Source: an optimization exercise on an open RTL-to-GDS flow (aim: small area, a short achievable clock period and few clock cycles). Production flows keep margins and buffers that such runs may drop. In this exercise RTL edits were held to simulation tests only and were not proved equivalent to the original.

## flow/design.v (module list and top-level ports; edited modules follow where they fit)
// module cosinos_datapath: 2376 lines
// module cosinos_core: 45 lines
module cosinos_core (
  input  logic            clk,
  input  logic            rst,
  input  logic            start,
  input  logic [cosinos_pkg::X_W-1:0]  x,
  input  logic [cosinos_pkg::Y_W-1:0]  y,
  output logic [1:0]      intpart,
  output logic [7:0]      fracpart,
  output logic            done
);
  // ...
==> flow/run.sh <==
#!/bin/bash
# synth_recipe.tcl (not shown) runs the flow's synth.tcl, then flattens the netlist and writes it again
# the make line also repeats each setting of config.mk as NAME=value (left out here)
make -C /OpenROAD-flow-scripts/flow DESIGN_CONFIG=/design/flow/config.mk WORK_HOME=/design/flow/orfs CLKGATE_MAP_FILE= SYNTH_SCRIPT=/design/flow/synth_recipe.tcl finish
==> flow/config.mk <==
export PLATFORM = sky130hd
export DESIGN_NAME = cosinos_core
export DESIGN_NICKNAME = cosinos_core
export VERILOG_FILES = /design/flow/design.v
export SDC_FILE = /design/flow/constraint.sdc
export NUM_CORES = 4
export LEC_CHECK = 0
export CAP_MARGIN = 20
export CORE_MARGIN = 2
export CORE_UTILIZATION = 40
export SLEW_MARGIN = 20
==> flow/constraint.sdc <==
create_clock -name core_clock -period 11.0 [get_ports {clk}]
set_input_delay 2.2000 -clock core_clock [delete_from_list [all_inputs] [get_ports {clk}]]
set_output_delay 2.2000 -clock core_clock [all_outputs]
set_load 0.01 [all_outputs]
==> flow_summary_export.csv, run 1 <==
group,metric,value,unit
run_status,outcome,"finished with violations",
run_status,failed_checks,"negative setup slack",
worst_setup_path,cp_num_buf_inv,13,
die,core,59130,um2
logic_synthesis,synthTopCellsByArea,"fa_1 (27%), ha_1 (12%), xnor2_1 (9.5%), edfxtp_1 (8.0%), inv_1 (6.7%)",
die,well_tap_count,773,
grt,grtUsageTotal,23.13,%
layout,multi_input_area,21060,um2
detailed_routing,drt_iter0_markers,1501,
layout,regMostFlops,"u_dp.u",
worst_hold_path,hold_start,"n[0]",
timing,worst_slack,-3165,ps
timing,finalHoldViolCount,0,
worst_setup_path,regToRegStartpoint,"u_dp.x2[3]",
worst_hold_path,hold_depth,1,
die,placementRows,89,
detailed_routing,drc_errors,0,
logic_synthesis,synth_simple_gate_area_share,9.222,%
detailed_routing,via_per_inst,5.525,
worst_setup_path,reg2reg_depth,62,
timing,setup_violations,68,
logic_synthesis,synth_compound_area_share,19.08,%
job,cap_violations,0,
detailed_routing,wl_met1,30.67,mm
timing,fin_tns_setup,-153740,ps
detailed_routing,wl_met2,35.99,mm
grt,grt_pass1_vias,22187,
Testbench counts, summed over its fixed seeds: cycles 11,434.
==> module cosinos_core, before the edit <==
module cosinos_core (
  input  logic            clk,
  input  logic            rst,
  input  logic            start,
  input  logic [cosinos_pkg::X_W-1:0]  x,
  input  logic [cosinos_pkg::Y_W-1:0]  y,
  output logic [1:0]      intpart,
  output logic [7:0]      fracpart,
  output logic            done
);
  logic       busy;     
  logic [2:0] n;        
  logic       stop1;
  logic       stop;
  logic [cosinos_pkg::SUM_W-1:0] sum;
  cosinos_datapath u_dp (
    .clk   (clk),
    .start (start),
    .step  (busy),
    .x     (x),
    .y     (y),
    .n     (n),
    .stop1 (stop1),
    .stop  (stop),
    .sum   (sum)
  );
  assign intpart  = sum[17:16];
  assign fracpart = sum[15:8];
  always_ff @(posedge clk) begin
    if (rst) begin
      busy <= 1'b0;
      done <= 1'b0;
    end else if (start) begin
      busy <= ~stop1;
      done <= stop1;
    end else if (busy && (stop || n == 3'd7)) begin
      busy <= 1'b0;
      done <= 1'b1;
    end
  end
  always_ff @(posedge clk) begin
    if (start) n <= 3'd1;
    else       n <= n + 3'd1;
  end
endmodule
==> run 2: changes to the inputs <==
--- a/flow/design.v
+++ b/flow/design.v
@@ -4,36 +4,35 @@
   localparam int INT_W  = 24;
   localparam int X2_W   = 20;
   localparam int FRAC_W = 16;
   localparam int SUM_W  = 18;    
 endpackage
 module cosinos_datapath (
   input  logic        clk,
   input  logic        start,    
-  input  logic        step,     
+  input  logic        pend,     
   input  logic [9:0]  x,
   input  logic [7:0]  y,
   input  logic [2:0]  n,        
   output logic        stop1,    
   output logic        stop,     
   output logic [17:0] sum
 );
   logic [7:0]         y_r;
-  logic [19:0]        x2;
   logic signed [20:0] u;
-  logic [19:0]        x2_in;
-  logic [18:0]        tp1;
+  logic [10:0]        m1_one, m1_two, m1_neg;
+  logic [19:0]        x2_in, sq_s, sq_c;
+  logic [10:0]        m1_one_in, m1_two_in, m1_neg_in;
   logic [39:0]        a_s, a_c, a_sum;
   logic signed [23:0] p;
-  logic [36:0]        b_s, b_c, b_sum;
-  logic signed [20:0] tp;
-  logic [10:0]        m1_one, m1_two, m1_neg;
+  logic [37:0]        b_s, b_c;
+  logic [16:0]        b_lo;
+  logic [21:0]        b_hi, lt_v, gt_v, thr_n, thr_pm1;
   logic [6:0]         m2_one, m2_two, m2_neg;
-  logic               lt_pos, gt_neg;
   always_comb begin
     case (n)
       3'd1: begin m2_one = 7'b1111111; m2_two = 7'b0000000; m2_neg = 7'b0000000; end
       3'd2: begin m2_one = 7'b1010101; m2_two = 7'b0101010; m2_neg = 7'b0101010; end
       3'd3: begin m2_one = 7'b0110110; m2_two = 7'b0001001; m2_neg = 7'b0001001; end
       3'd4: begin m2_one = 7'b0111000; m2_two = 7'b0000110; m2_neg = 7'b0011010; end
       3'd5: begin m2_one = 7'b0000100; m2_two = 7'b0010000; m2_neg = 7'b0000100; end
       3'd6: begin m2_one = 7'b0010100; m2_two = 7'b0001010; m2_neg = 7'b0000110; end
@@ -1177,49 +1176,150 @@
   logic w1134;
   logic w1135;
   logic w1136;
   logic w1137;
   logic w1138;
   logic w1139;
   logic w1140;
   logic w1141;
-  assign m1_one[0] = x2[0] ^ 1'b0;
-  assign m1_two[0] = (x2[1] & ~x2[0] & ~1'b0) | (~x2[1] & x2[0] & 1'b0);
-  assign m1_neg[0] = ~x2[1] & (x2[0] | 1'b0);
-  assign m1_one[1] = x2[2] ^ x2[1];
-  assign m1_two[1] = (x2[3] & ~x2[2] & ~x2[1]) | (~x2[3] & x2[2] & x2[1]);
-  assign m1_neg[1] = ~x2[3] & (x2[2] | x2[1]);
-  assign m1_one[2] = x2[4] ^ x2[3];
-  assign m1_two[2] = (x2[5] & ~x2[4] & ~x2[3]) | (~x2[5] & x2[4] & x2[3]);
-  assign m1_neg[2] = ~x2[5] & (x2[4] | x2[3]);
-  assign m1_one[3] = x2[6] ^ x2[5];
-  assign m1_two[3] = (x2[7] & ~x2[6] & ~x2[5]) | (~x2[7] & x2[6] & x2[5]);
-  assign m1_neg[3] = ~x2[7] & (x2[6] | x2[5]);
-  assign m1_one[4] = x2[8] ^ x2[7];
-  assign m1_two[4] = (x2[9] & ~x2[8] & ~x2[7]) | (~x2[9] & x2[8] & x2[7]);
-  assign m1_neg[4] = ~x2[9] & (x2[8] | x2[7]);
-  assign m1_one[5] = x2[10] ^ x2[9];
-  assign m1_two[5] = (x2[11] & ~x2[10] & ~x2[9]) | (~x2[11] & x2[10] & x2[9]);
-  assign m1_neg[5] = ~x2[11] & (x2[10] | x2[9]);
-  assign m1_one[6] = x2[12] ^ x2[11];
-  assign m1_two[6] = (x2[13] & ~x2[12] & ~x2[11]) | (~x2[13] & x2[12] & x2[11]);
-  assign m1_neg[6] = ~x2[13] & (x2[12] | x2[11]);
-  assign m1_one[7] = x2[14] ^ x2[13];
-  assign m1_two[7] = (x2[15] & ~x2[14] & ~x2[13]) | (~x2[15] & x2[14] & x2[13]);
-  assign m1_neg[7] = ~x2[15] & (x2[14] | x2[13]);
-  assign m1_one[8] = x2[16] ^ x2[15];
-  assign m1_two[8] = (x2[17] & ~x2[16] & ~x2[15]) | (~x2[17] & x2[16] & x2[15]);
-  assign m1_neg[8] = ~x2[17] & (x2[16] | x2[15]);
-  assign m1_one[9] = x2[18] ^ x2[17];
-  assign m1_two[9] = (x2[19] & ~x2[18] & ~x2[17]) | (~x2[19] & x2[18] & x2[17]);
-  assign m1_neg[9] = ~x2[19] & (x2[18] | x2[17]);
-  assign m1_one[10] = 1'b0 ^ x2[19];
-  assign m1_two[10] = (1'b0 & ~1'b0 & ~x2[19]) | (~1'b0 & 1'b0 & x2[19]);
-  assign m1_neg[10] = ~1'b0 & (1'b0 | x2[19]);
+  logic w1142;
+  logic w1143;
+  logic w1144;
+  logic w1145;
+  logic w1146;
+  logic w1147;
+  logic w1148;
+  logic w1149;
+  logic w1150;
+  logic w1151;
+  logic w1152;
+  logic w1153;
+  logic w1154;
+  logic w1155;
+  logic w1156;
+  logic w1157;
+  logic w1158;
+  logic w1159;
+  logic w1160;
+  logic w1161;
+  logic w1162;
+  logic w1163;
+  logic w1164;
+  logic w1165;
+  logic w1166;
+  logic w1167;
+  logic w1168;
+  logic w1169;
+  logic w1170;
+  logic w1171;
+  logic w1172;
+  logic w1173;
+  logic w1174;
+  logic w1175;
+  logic w1176;
+  logic w1177;
+  logic w1178;
+  logic w1179;
+  logic w1180;
+  logic w1181;
+  logic w1182;
+  logic w1183;
+  logic w1184;
+  logic w1185;
+  logic w1186;
+  logic w1187;
+  logic w1188;
+  logic w1189;
+  logic w1190;
+  logic w1191;
+  logic w1192;
+  logic w1193;
+  logic w1194;
+  logic w1195;
+  logic w1196;
+  logic w1197;
+  logic w1198;
+  logic w1199;
+  logic w1200;
+  logic w1201;
+  logic w1202;
+  logic w1203;
+  logic w1204;
+  logic w1205;
+  logic w1206;
+  logic w1207;
+  logic w1208;
+  logic w1209;
+  logic w1210;
+  logic w1211;
+  logic w1212;
+  logic w1213;
+  logic w1214;
+  logic w1215;
+  logic w1216;
+  logic w1217;
+  logic w1218;
+  logic w1219;
+  logic w1220;
+  logic w1221;
+  logic w1222;
+  logic w1223;
+  logic w1224;
+  logic w1225;
+  logic w1226;
+  logic w1227;
+  logic w1228;
+  logic w1229;
+  logic w1230;
+  logic w1231;
+  logic w1232;
+  logic w1233;
+  logic w1234;
+  logic w1235;
+  logic w1236;
+  logic w1237;
+  logic w1238;
+  logic w1239;
+  logic w1240;
+  logic w1241;
+  logic w1242;
+  assign m1_one_in[0] = x2_in[0] ^ 1'b0;
+  assign m1_two_in[0] = (x2_in[1] & ~x2_in[0] & ~1'b0) | (~x2_in[1] & x2_in[0] & 1'b0);
+  assign m1_neg_in[0] = ~x2_in[1] & (x2_in[0] | 1'b0);
+  assign m1_one_in[1] = x2_in[2] ^ x2_in[1];
+  assign m1_two_in[1] = (x2_in[3] & ~x2_in[2] & ~x2_in[1]) | (~x2_in[3] & x2_in[2] & x2_in[1]);
+  assign m1_neg_in[1] = ~x2_in[3] & (x2_in[2] | x2_in[1]);
+  assign m1_one_in[2] = x2_in[4] ^ x2_in[3];
+  assign m1_two_in[2] = (x2_in[5] & ~x2_in[4] & ~x2_in[3]) | (~x2_in[5] & x2_in[4] & x2_in[3]);
+  assign m1_neg_in[2] = ~x2_in[5] & (x2_in[4] | x2_in[3]);
+  assign m1_one_in[3] = x2_in[6] ^ x2_in[5];
+  assign m1_two_in[3] = (x2_in[7] & ~x2_in[6] & ~x2_in[5]) | (~x2_in[7] & x2_in[6] & x2_in[5]);
+  assign m1_neg_in[3] = ~x2_in[7] & (x2_in[6] | x2_in[5]);
+  assign m1_one_in[4] = x2_in[8] ^ x2_in[7];
+  assign m1_two_in[4] = (x2_in[9] & ~x2_in[8] & ~x2_in[7]) | (~x2_in[9] & x2_in[8] & x2_in[7]);
+  assign m1_neg_in[4] = ~x2_in[9] & (x2_in[8] | x2_in[7]);
+  assign m1_one_in[5] = x2_in[10] ^ x2_in[9];
+  assign m1_two_in[5] = (x2_in[11] & ~x2_in[10] & ~x2_in[9]) | (~x2_in[11] & x2_in[10] & x2_in[9]);
+  assign m1_neg_in[5] = ~x2_in[11] & (x2_in[10] | x2_in[9]);
+  assign m1_one_in[6] = x2_in[12] ^ x2_in[11];
+  assign m1_two_in[6] = (x2_in[13] & ~x2_in[12] & ~x2_in[11]) | (~x2_in[13] & x2_in[12] & x2_in[11]);
+  assign m1_neg_in[6] = ~x2_in[13] & (x2_in[12] | x2_in[11]);
+  assign m1_one_in[7] = x2_in[14] ^ x2_in[13];
+  assign m1_two_in[7] = (x2_in[15] & ~x2_in[14] & ~x2_in[13]) | (~x2_in[15] & x2_in[14] & x2_in[13]);
+  assign m1_neg_in[7] = ~x2_in[15] & (x2_in[14] | x2_in[13]);
+  assign m1_one_in[8] = x2_in[16] ^ x2_in[15];
+  assign m1_two_in[8] = (x2_in[17] & ~x2_in[16] & ~x2_in[15]) | (~x2_in[17] & x2_in[16] & x2_in[15]);
+  assign m1_neg_in[8] = ~x2_in[17] & (x2_in[16] | x2_in[15]);
+  assign m1_one_in[9] = x2_in[18] ^ x2_in[17];
+  assign m1_two_in[9] = (x2_in[19] & ~x2_in[18] & ~x2_in[17]) | (~x2_in[19] & x2_in[18] & x2_in[17]);
+  assign m1_neg_in[9] = ~x2_in[19] & (x2_in[18] | x2_in[17]);
+  assign m1_one_in[10] = 1'b0 ^ x2_in[19];
+  assign m1_two_in[10] = (1'b0 & ~1'b0 & ~x2_in[19]) | (~1'b0 & 1'b0 & x2_in[19]);
+  assign m1_neg_in[10] = ~1'b0 & (1'b0 | x2_in[19]);
   assign w1 = (m1_one[0] & u[0]) ^ m1_neg[0];
   assign w2 = ((m1_one[0] & u[1]) | (m1_two[0] & u[0])) ^ m1_neg[0];
   assign w3 = ((m1_one[0] & u[2]) | (m1_two[0] & u[1])) ^ m1_neg[0];
   assign w4 = ((m1_one[0] & u[3]) | (m1_two[0] & u[2])) ^ m1_neg[0];
   assign w5 = ((m1_one[0] & u[4]) | (m1_two[0] & u[3])) ^ m1_neg[0];
   assign w6 = ((m1_one[0] & u[5]) | (m1_two[0] & u[4])) ^ m1_neg[0];
   assign w7 = ((m1_one[0] & u[6]) | (m1_two[0] & u[5])) ^ m1_neg[0];
   assign w8 = ((m1_one[0] & u[7]) | (m1_two[0] & u[6])) ^ m1_neg[0];
@@ -2355,75 +2455,194 @@
   assign w1134 = w1070 ^ w1013 ^ w1069;
   assign w1135 = (w1070 & w1013) | (w1070 & w1069) | (w1013 & w1069);
   assign w1136 = w1072 ^ 1'b1 ^ w1071;
   assign w1137 = (w1072 & 1'b1) | (w1072 & w1071) | (1'b1 & w1071);
   assign w1138 = w827 ^ w850 ^ w1073;
   assign w1139 = (w827 & w850) | (w827 & w1073) | (w850 & w1073);
   assign w1140 = w851 ^ 1'b1;
   assign w1141 = w851 & 1'b1;
-  assign b_s = {w853, w1140, w1138, w1136, w1134, w1132, w1130, w1128, w1126, w1124, w1122, w1120, w1118, w1116, w1114, w1112, w1110, w1108, w1106, w1104, w1102, w1100, w1098, w1096, w1094, w1092, w1090, w1088, w1086, w1084, w1082, w1080, w1078, w1076, w1074, w673, w672};
-  assign b_c = {w1141, w1139, w1137, w1135, w1133, w1131, w1129, w1127, w1125, w1123, w1121, w1119, w1117, w1115, w1113, w1111, w1109, w1107, w1105, w1103, w1101, w1099, w1097, w1095, w1093, w1091, w1089, w1087, w1085, w1083, w1081, w1079, w1077, w1075, m2_neg[1], 1'b0, m2_neg[0]};
-  assign b_sum = b_s + b_c;
-  assign tp = b_sum[36:16];
-  assign x2_in = {10'd0, x} * {10'd0, x};
-  assign tp1   = x2_in[19:1];
+  assign b_s = {1'b1, w853, w1140, w1138, w1136, w1134, w1132, w1130, w1128, w1126, w1124, w1122, w1120, w1118, w1116, w1114, w1112, w1110, w1108, w1106, w1104, w1102, w1100, w1098, w1096, w1094, w1092, w1090, w1088, w1086, w1084, w1082, w1080, w1078, w1076, w1074, w673, w672};
+  assign b_c = {1'b0, w1141, w1139, w1137, w1135, w1133, w1131, w1129, w1127, w1125, w1123, w1121, w1119, w1117, w1115, w1113, w1111, w1109, w1107, w1105, w1103, w1101, w1099, w1097, w1095, w1093, w1091, w1089, w1087, w1085, w1083, w1081, w1079, w1077, w1075, m2_neg[1], 1'b0, m2_neg[0]};
+  assign w1142 = x[0] & x[1];
+  assign w1143 = x[0] & x[2];
+  assign w1144 = x[0] & x[3];
+  assign w1145 = x[0] & x[4];
+  assign w1146 = x[0] & x[5];
+  assign w1147 = x[0] & x[6];
+  assign w1148 = x[0] & x[7];
+  assign w1149 = x[0] & x[8];
+  assign w1150 = x[0] & x[9];
+  assign w1151 = x[1] & x[2];
+  assign w1152 = x[1] & x[3];
+  assign w1153 = x[1] & x[4];
+  assign w1154 = x[1] & x[5];
+  assign w1155 = x[1] & x[6];
+  assign w1156 = x[1] & x[7];
+  assign w1157 = x[1] & x[8];
+  assign w1158 = x[1] & x[9];
+  assign w1159 = x[2] & x[3];
+  assign w1160 = x[2] & x[4];
+  assign w1161 = x[2] & x[5];
+  assign w1162 = x[2] & x[6];
+  assign w1163 = x[2] & x[7];
+  assign w1164 = x[2] & x[8];
+  assign w1165 = x[2] & x[9];
+  assign w1166 = x[3] & x[4];
+  assign w1167 = x[3] & x[5];
+  assign w1168 = x[3] & x[6];
+  assign w1169 = x[3] & x[7];
+  assign w1170 = x[3] & x[8];
+  assign w1171 = x[3] & x[9];
+  assign w1172 = x[4] & x[5];
+  assign w1173 = x[4] & x[6];
+  assign w1174 = x[4] & x[7];
+  assign w1175 = x[4] & x[8];
+  assign w1176 = x[4] & x[9];
+  assign w1177 = x[5] & x[6];
+  assign w1178 = x[5] & x[7];
+  assign w1179 = x[5] & x[8];
+  assign w1180 = x[5] & x[9];
+  assign w1181 = x[6] & x[7];
+  assign w1182 = x[6] & x[8];
+  assign w1183 = x[6] & x[9];
+  assign w1184 = x[7] & x[8];
+  assign w1185 = x[7] & x[9];
+  assign w1186 = x[8] & x[9];
+  assign w1187 = w1148 ^ w1155;
+  assign w1188 = w1148 & w1155;
+  assign w1189 = w1149 ^ w1156;
+  assign w1190 = w1149 & w1156;
+  assign w1191 = w1150 ^ w1157 ^ w1163;
+  assign w1192 = (w1150 & w1157) | (w1150 & w1163) | (w1157 & w1163);
+  assign w1193 = w1168 ^ w1172;
+  assign w1194 = w1168 & w1172;
+  assign w1195 = w1158 ^ w1164 ^ w1169;
+  assign w1196 = (w1158 & w1164) | (w1158 & w1169) | (w1164 & w1169);
+  assign w1197 = w1165 ^ w1170 ^ w1174;
+  assign w1198 = (w1165 & w1170) | (w1165 & w1174) | (w1170 & w1174);
+  assign w1199 = w1146 ^ w1153;
+  assign w1200 = w1146 & w1153;
+  assign w1201 = w1147 ^ w1154;
+  assign w1202 = w1147 & w1154;
+  assign w1203 = w1187 ^ w1161 ^ w1166;
+  assign w1204 = (w1187 & w1161) | (w1187 & w1166) | (w1161 & w1166);
+  assign w1205 = w1189 ^ w1162 ^ w1167;
+  assign w1206 = (w1189 & w1162) | (w1189 & w1167) | (w1162 & w1167);
+  assign w1207 = w1191 ^ w1193 ^ x[5];
+  assign w1208 = (w1191 & w1193) | (w1191 & x[5]) | (w1193 & x[5]);
+  assign w1209 = w1195 ^ w1173 ^ w1192;
+  assign w1210 = (w1195 & w1173) | (w1195 & w1192) | (w1173 & w1192);
+  assign w1211 = w1197 ^ w1177 ^ x[6];
+  assign w1212 = (w1197 & w1177) | (w1197 & x[6]) | (w1177 & x[6]);
+  assign w1213 = w1171 ^ w1175 ^ w1178;
+  assign w1214 = (w1171 & w1175) | (w1171 & w1178) | (w1175 & w1178);
+  assign w1215 = w1176 ^ w1179 ^ w1181;
+  assign w1216 = (w1176 & w1179) | (w1176 & w1181) | (w1179 & w1181);
+  assign w1217 = w1144 ^ w1151;
+  assign w1218 = w1144 & w1151;
+  assign w1219 = w1145 ^ w1152;
+  assign w1220 = w1145 & w1152;
+  assign w1221 = w1199 ^ w1159 ^ x[3];
+  assign w1222 = (w1199 & w1159) | (w1199 & x[3]) | (w1159 & x[3]);
+  assign w1223 = w1201 ^ w1160 ^ w1200;
+  assign w1224 = (w1201 & w1160) | (w1201 & w1200) | (w1160 & w1200);
+  assign w1225 = w1203 ^ x[4] ^ w1202;
+  assign w1226 = (w1203 & x[4]) | (w1203 & w1202) | (x[4] & w1202);
+  assign w1227 = w1205 ^ w1188 ^ w1204;
+  assign w1228 = (w1205 & w1188) | (w1205 & w1204) | (w1188 & w1204);
+  assign w1229 = w1207 ^ w1190 ^ w1206;
+  assign w1230 = (w1207 & w1190) | (w1207 & w1206) | (w1190 & w1206);
+  assign w1231 = w1209 ^ w1194 ^ w1208;
+  assign w1232 = (w1209 & w1194) | (w1209 & w1208) | (w1194 & w1208);
+  assign w1233 = w1211 ^ w1196 ^ w1210;
+  assign w1234 = (w1211 & w1196) | (w1211 & w1210) | (w1196 & w1210);
+  assign w1235 = w1213 ^ w1198 ^ w1212;
+  assign w1236 = (w1213 & w1198) | (w1213 & w1212) | (w1198 & w1212);
+  assign w1237 = w1215 ^ x[7] ^ w1214;
+  assign w1238 = (w1215 & x[7]) | (w1215 & w1214) | (x[7] & w1214);
+  assign w1239 = w1180 ^ w1182 ^ w1216;
+  assign w1240 = (w1180 & w1182) | (w1180 & w1216) | (w1182 & w1216);
+  assign w1241 = w1183 ^ w1184 ^ x[8];
+  assign w1242 = (w1183 & w1184) | (w1183 & x[8]) | (w1184 & x[8]);
+  assign sq_s = {1'b0, w1186, w1185, w1241, w1239, w1237, w1235, w1233, w1231, w1229, w1227, w1225, w1223, w1221, w1219, w1217, w1143, w1142, 1'b0, x[0]};
+  assign sq_c = {1'b0, x[9], w1242, w1240, w1238, w1236, w1234, w1232, w1230, w1228, w1226, w1224, w1222, w1220, w1218, x[2], 1'b0, x[1], 1'b0, 1'b0};
+  assign x2_in = sq_s + sq_c;
   assign stop1 = (x2_in[19:9] < {3'd0, y});
-  assign lt_pos = ($signed(tp[20:8]) < $signed({5'd0, y_r}));
-  assign gt_neg = ($signed(tp) + $signed({5'd0, y_r, 8'd0}) > 21'sd0);
-  assign stop   = lt_pos & gt_neg;
+  assign thr_n   = -{6'd0, y_r, 8'd0};
+  assign thr_pm1 = {6'd0, y_r, 8'd0} - 22'd1;
+  assign b_lo = {1'b0, b_s[15:0]} + {1'b0, b_c[15:0]};
+  assign b_hi = b_s[37:16] + b_c[37:16] + {21'd0, b_lo[16]};
+  assign lt_v = b_s[37:16] + b_c[37:16] + thr_n   + {21'd0, b_lo[16]};
+  assign gt_v = b_s[37:16] + b_c[37:16] + thr_pm1 + {21'd0, b_lo[16]};
+  assign stop = lt_v[21] & ~gt_v[21];
   always_ff @(posedge clk) begin
     if (start) begin
-      y_r <= y;
-      x2  <= x2_in;
-      u   <= {2'b00, tp1};
-      sum <= stop1 ? 18'h10000 : 18'h10000 - tp1[17:0];
-    end else if (step && !stop) begin
-      u   <= tp;
-      sum <= sum - tp[17:0];
+      y_r    <= y;
+      m1_one <= m1_one_in;
+      m1_two <= m1_two_in;
+      m1_neg <= m1_neg_in;
     end
   end
+  always_ff @(posedge clk) begin
+    if (start) u <= {2'b00, x2_in[19:1]};
+    else       u <= b_hi[20:0];
+  end
+  always_ff @(posedge clk) begin
+    if (start)     sum <= 18'h10000;
+    else if (pend) sum <= sum - u[17:0];
+  end
 endmodule
 module cosinos_core (
   input  logic            clk,
   input  logic            rst,
   input  logic            start,
   input  logic [cosinos_pkg::X_W-1:0]  x,
   input  logic [cosinos_pkg::Y_W-1:0]  y,
   output logic [1:0]      intpart,
   output logic [7:0]      fracpart,
   output logic            done
 );
   logic       busy;     
+  logic       pend;     
   logic [2:0] n;        
   logic       stop1;
   logic       stop;
   logic [cosinos_pkg::SUM_W-1:0] sum;
   cosinos_datapath u_dp (
     .clk   (clk),
     .start (start),
-    .step  (busy),
+    .pend  (pend),
     .x     (x),
     .y     (y),
     .n     (n),
     .stop1 (stop1),
     .stop  (stop),
     .sum   (sum)
   );
   assign intpart  = sum[17:16];
   assign fracpart = sum[15:8];
   always_ff @(posedge clk) begin
     if (rst) begin
       busy <= 1'b0;
+      pend <= 1'b0;
       done <= 1'b0;
     end else if (start) begin
       busy <= ~stop1;
+      pend <= ~stop1;
       done <= stop1;
-    end else if (busy && (stop || n == 3'd7)) begin
-      busy <= 1'b0;
-      done <= 1'b1;
+    end else if (busy) begin
+      if (stop || n == 3'd0) begin
+        busy <= 1'b0;
+        pend <= 1'b0;
+        done <= 1'b1;
+      end else begin
+        pend <= 1'b1;
+      end
+    end else begin
+      pend <= 1'b0;
     end
   end
   always_ff @(posedge clk) begin
     if (start) n <= 3'd1;
     else       n <= n + 3'd1;
   end
 endmodule
==> run 2 against run 1 <==
Compared with the run above: the layout still fails its checks (negative setup slack); die area up 1.4%; clock skew shrank 3.1 ps; clock-buffer cell count unchanged; worst setup slack improved by 2300 ps; register-to-register slack better by 2300 ps; critical path depth shrank 12; area after synthesis up 1.4%; non-clock buffer count decreased by 79; synthesized cell count increased by 5.2%; hold slack got worse by 22 ps; highest routed layer unchanged.
==> flow_summary_export.csv, run 2 <==
group,metric,value,unit
run_status,outcome,"finished with violations",
run_status,failed_checks,"negative setup slack",
grt,grt_pass1_vias,22223,
logic_synthesis,synth.most_common_cell,"inv_1",
detailed_routing,drtAntennaViolNets,0,
die,io_pins,32,
layout,antennaDiodeCount,0,
worst_setup_path,start_kind,"flip-flop",
timing,min_period_over_period,107.6,%
timing,maxSlewViolCount,0,
worst_setup_path,cp_max_fo,9,
layout,regMostFlops,"u_dp.u",
placement,gp_congestion,0.9177,
logic_synthesis,synth_fp_nets,3427,
die,placementRows,90,
layout,syn_to_final_growth,22.30,%
worst_setup_path,regToRegStartpoint,"u_dp.m1_two[5]",
logic_synthesis,ys_seq_elements,81,
layout,multi_input_area,20980,um2
job,cap_violations,0,
logic_synthesis,ys_types,93,
timing,fin_skew,8.416,ps
layout,drive_gt1_share,22.57,%
worst_setup_path,cp_common_cell,"fa_1",
die,die_y,250.7,um
grt,grt_first_pass_wirelength,121.6,mm
layout,fill_cells,5706,
detailed_routing,via_per_inst,5.572,
logic_synthesis,synthCells,2865,
worst_setup_path,crit_end,"pend",
cts,root_buffer,"clkbuf_16",
logic_synthesis,syn_avg_cell_area,8.497,um2
logic_synthesis,synthTopCellsByArea,"fa_1 (24%), ha_1 (13%), xnor2_1 (9.4%), inv_1 (6.5%), a22oi_1 (5.6%)",
worst_setup_path,worst-endpoint-arrival,12070,ps
grt,gr-total-overflow,0,
detailed_routing,drc_errors,0,
detailed_routing,vias,21866,
timing,rsz0062_at_grt,"true",
cts,path_clk_slew,70,ps
logic_synthesis,ys_async_sr_fraction,0,%
die,dieArea,62850,um2
logic_synthesis,yosysWarnings,2,
cts,clk_latency,350,ps
worst_setup_path,cpLargestDelayFamily,"adder cells",
worst_setup_path,cp_num_buf_inv,11,
layout,layout_common_cells,"buf_4 (413), inv_1 (411), fa_1 (289), xnor2_1 (253), ha_1 (222)",
die,core,60250,um2
detailed_routing,drt_first_pass_iters,5,
layout,reg_top3,"u_dp.u x21, u_dp.sum x18",
layout,final_common_cell,"buf_4",
logic_synthesis,synth_commonest_cells,"inv_1 (421), fa_1 (296), xnor2_1 (261)",
die,dieWidth,250.7,um
timing,finalHoldViolCount,0,
cts,clock_sinks,81,
logic_synthesis,synth_top_area_share,24.34,%
layout,instances_no_fill,3924,
logic_synthesis,synth_edf_count,37,
cts,cts_buffers,9,
logic_synthesis,ys_seq_area_share,8.183,%
detailed_routing,avgRoutedWirePerCell,19.49,um
layout,largest_reg_flops,21,
detailed_routing,drt_iter0_markers,1580,
timing,worst_slack,-832.6,ps
layout,nets,3699,
timing,max_slew_margin,24.99,%
worst_setup_path,cpPeakStageDelay,550,ps
worst_setup_path,reg2reg_depth,50,
worst_setup_path,cp.required,11240,ps
placement,numPortBuffers,31,
worst_setup_path,r2r_end,"pend",
logic_synthesis,yosysTopAreaCell,"fa_1",
logic_synthesis,ys.flop_type,"dfxtp_1",
cts,h-tree-depth,3,
worst_setup_path,crit_type,"flip-flop to flip-flop",
worst_setup_path,end_kind,"flip-flop",
timing,worst_pin_slew,1125,ps
grt,grtUsageTotal,24.16,%
worst_hold_path,min_path_type,"flip-flop to flip-flop",
layout,regArea,1997,um2
timing,period_needed,11830,ps
worst_setup_path,cp_num_cells,50,
timing,setup_violations,5,
grt,antenna_found_initial,1,
worst_setup_path,r2r_setup_slack,-830,ps
detailed_routing,routed_wl,76.46,mm
placement,dp.cells,3871,
worst_setup_path,cp-startpoint,"u_dp.m1_two[5]",
die,start_util,40.41,%
grt,grt_start_max_net_pins,66,
cts,clk_path_buf_depth,2,
worst_setup_path,slowest_stage,"fa_1",
placement,dp_hpwl,61.42,mm
cts,cts_tree,"done",
logic_synthesis,synth_area,24340,um2
timing,max_freq,84.51,MHz
## run 2: changes by cell type after synthesis, moves of 15 or more
cell,delta
nand2_1,+36
dfxtp_1,+37
nor2_1,+29
a22oi_1,+19
a21oi_1,+44
buf_1,+23
edfxtp_1,-27
a22o_1,-16
nand2b_1,-15
clkbuf_1,-23
fa_1,-27
## run 2: what timing repair did
item / 4_1_cts / 5_1_grt
gates cloned: 0 / 0
pin swaps: 98 / 40
gates resized for setup: 106 / 42
buffers inserted: 29 / 9
hold buffers: 0 / 0
endpoints found under the setup margin: 13 / 17
## run 2: per-stage QoR
step / worst slack [ps] / hold slack [ps] / instance area (um2) / TNS, ps / util [%]
2_1_floorplan: -307.0 / 404.4 / 24970 / -551.9 / -
3_3_place_gp: -1053 / 423.2 / 28470 / -3694 / 47.26
3_5_place_dp: -1177 / 423.2 / 28470 / -4459 / 47.26
4_1_cts: -806.5 / 443.7 / 29520 / -1614 / 49.00
5_1_grt: -1331 / 465.0 / 29770 / -6969 / 49.42
6_report: -832.6 / 441.7 / 29770 / -1698 / 49.42
## run 2: cells by family (layout without fill, tap and decap cells)
logic type,Yosys count,after routing,synth area share [%]
AOI/OAI and AO/OA,705,705,19.77
buffers and inverters,640,917,10.17
xor gates and xnor gates,364,364,13.37
adders and majority gates,541,541,36.93
DFF,81,81,8.183
muxes,24,24,1.023
and+or+nand+nor,510,510,10.55
## run 2: worst min path at each step
stage	startpoint	slack [ps]	endpoint	cells after the start
after floorplan	n[0]	400	n[0]	1
after global placement	n[0]	420	n[0]	1
after detailed placement	n[0]	420	n[0]	1
after CTS	n[0]	440	n[0]	1
after global routing	n[0]	460	n[0]	1
final	n[0]	440	n[0]	1
## run 2: routing by layer
layer	GRT usage (%)	wire [um]	share of wire [%]	up-vias
met2	41.17	37200	49	696
met5	0	0	0	-
li1	-	-	-	10163
met4	6.963	2264	3.0	0
met3	2.182	4258	5.6	118
met1	32.62	32740	43	10889
## run 2: final cells by class
type                       count  share of cell area, %
multi-input combinational   2144                  70.46
clock buffer                   9                 0.7565
timing repair buffer         476                  13.26
clock inverter                 7                 0.1765
sequential                    81                  6.707
tap                          782                  3.286
inverter                     425                  5.358
Testbench counts of run 2, summed over its fixed seeds: cycles 11,515.

## separate check: timing with driven ports
The flow's constraints put no driver on any port. The routed layouts listed below were extracted and timed again, unchanged, in two steps. Step 1, drivers: a clkbuf_16 drives clk and a buf_2 each remaining input, both assumed. Step 2, shift: input delay + t, output delay - t, t = (earliest + latest rising clock arrival at the registers) / 2. This alone moves slack from input paths to output paths. Slacks: ideal ports / drivers / drivers and shift; pairs: ideal ports / drivers.
| run | t (ns) | setup slack, ns | worst slew at a driven data input, ns |
|---|---|---|---|
| run 1 | 0.395 | -3.165 / -3.165 / -3.165 | 0.05 |
| run 2 | 0.397 | -0.833 / -0.833 / -0.833 | 0.07 |
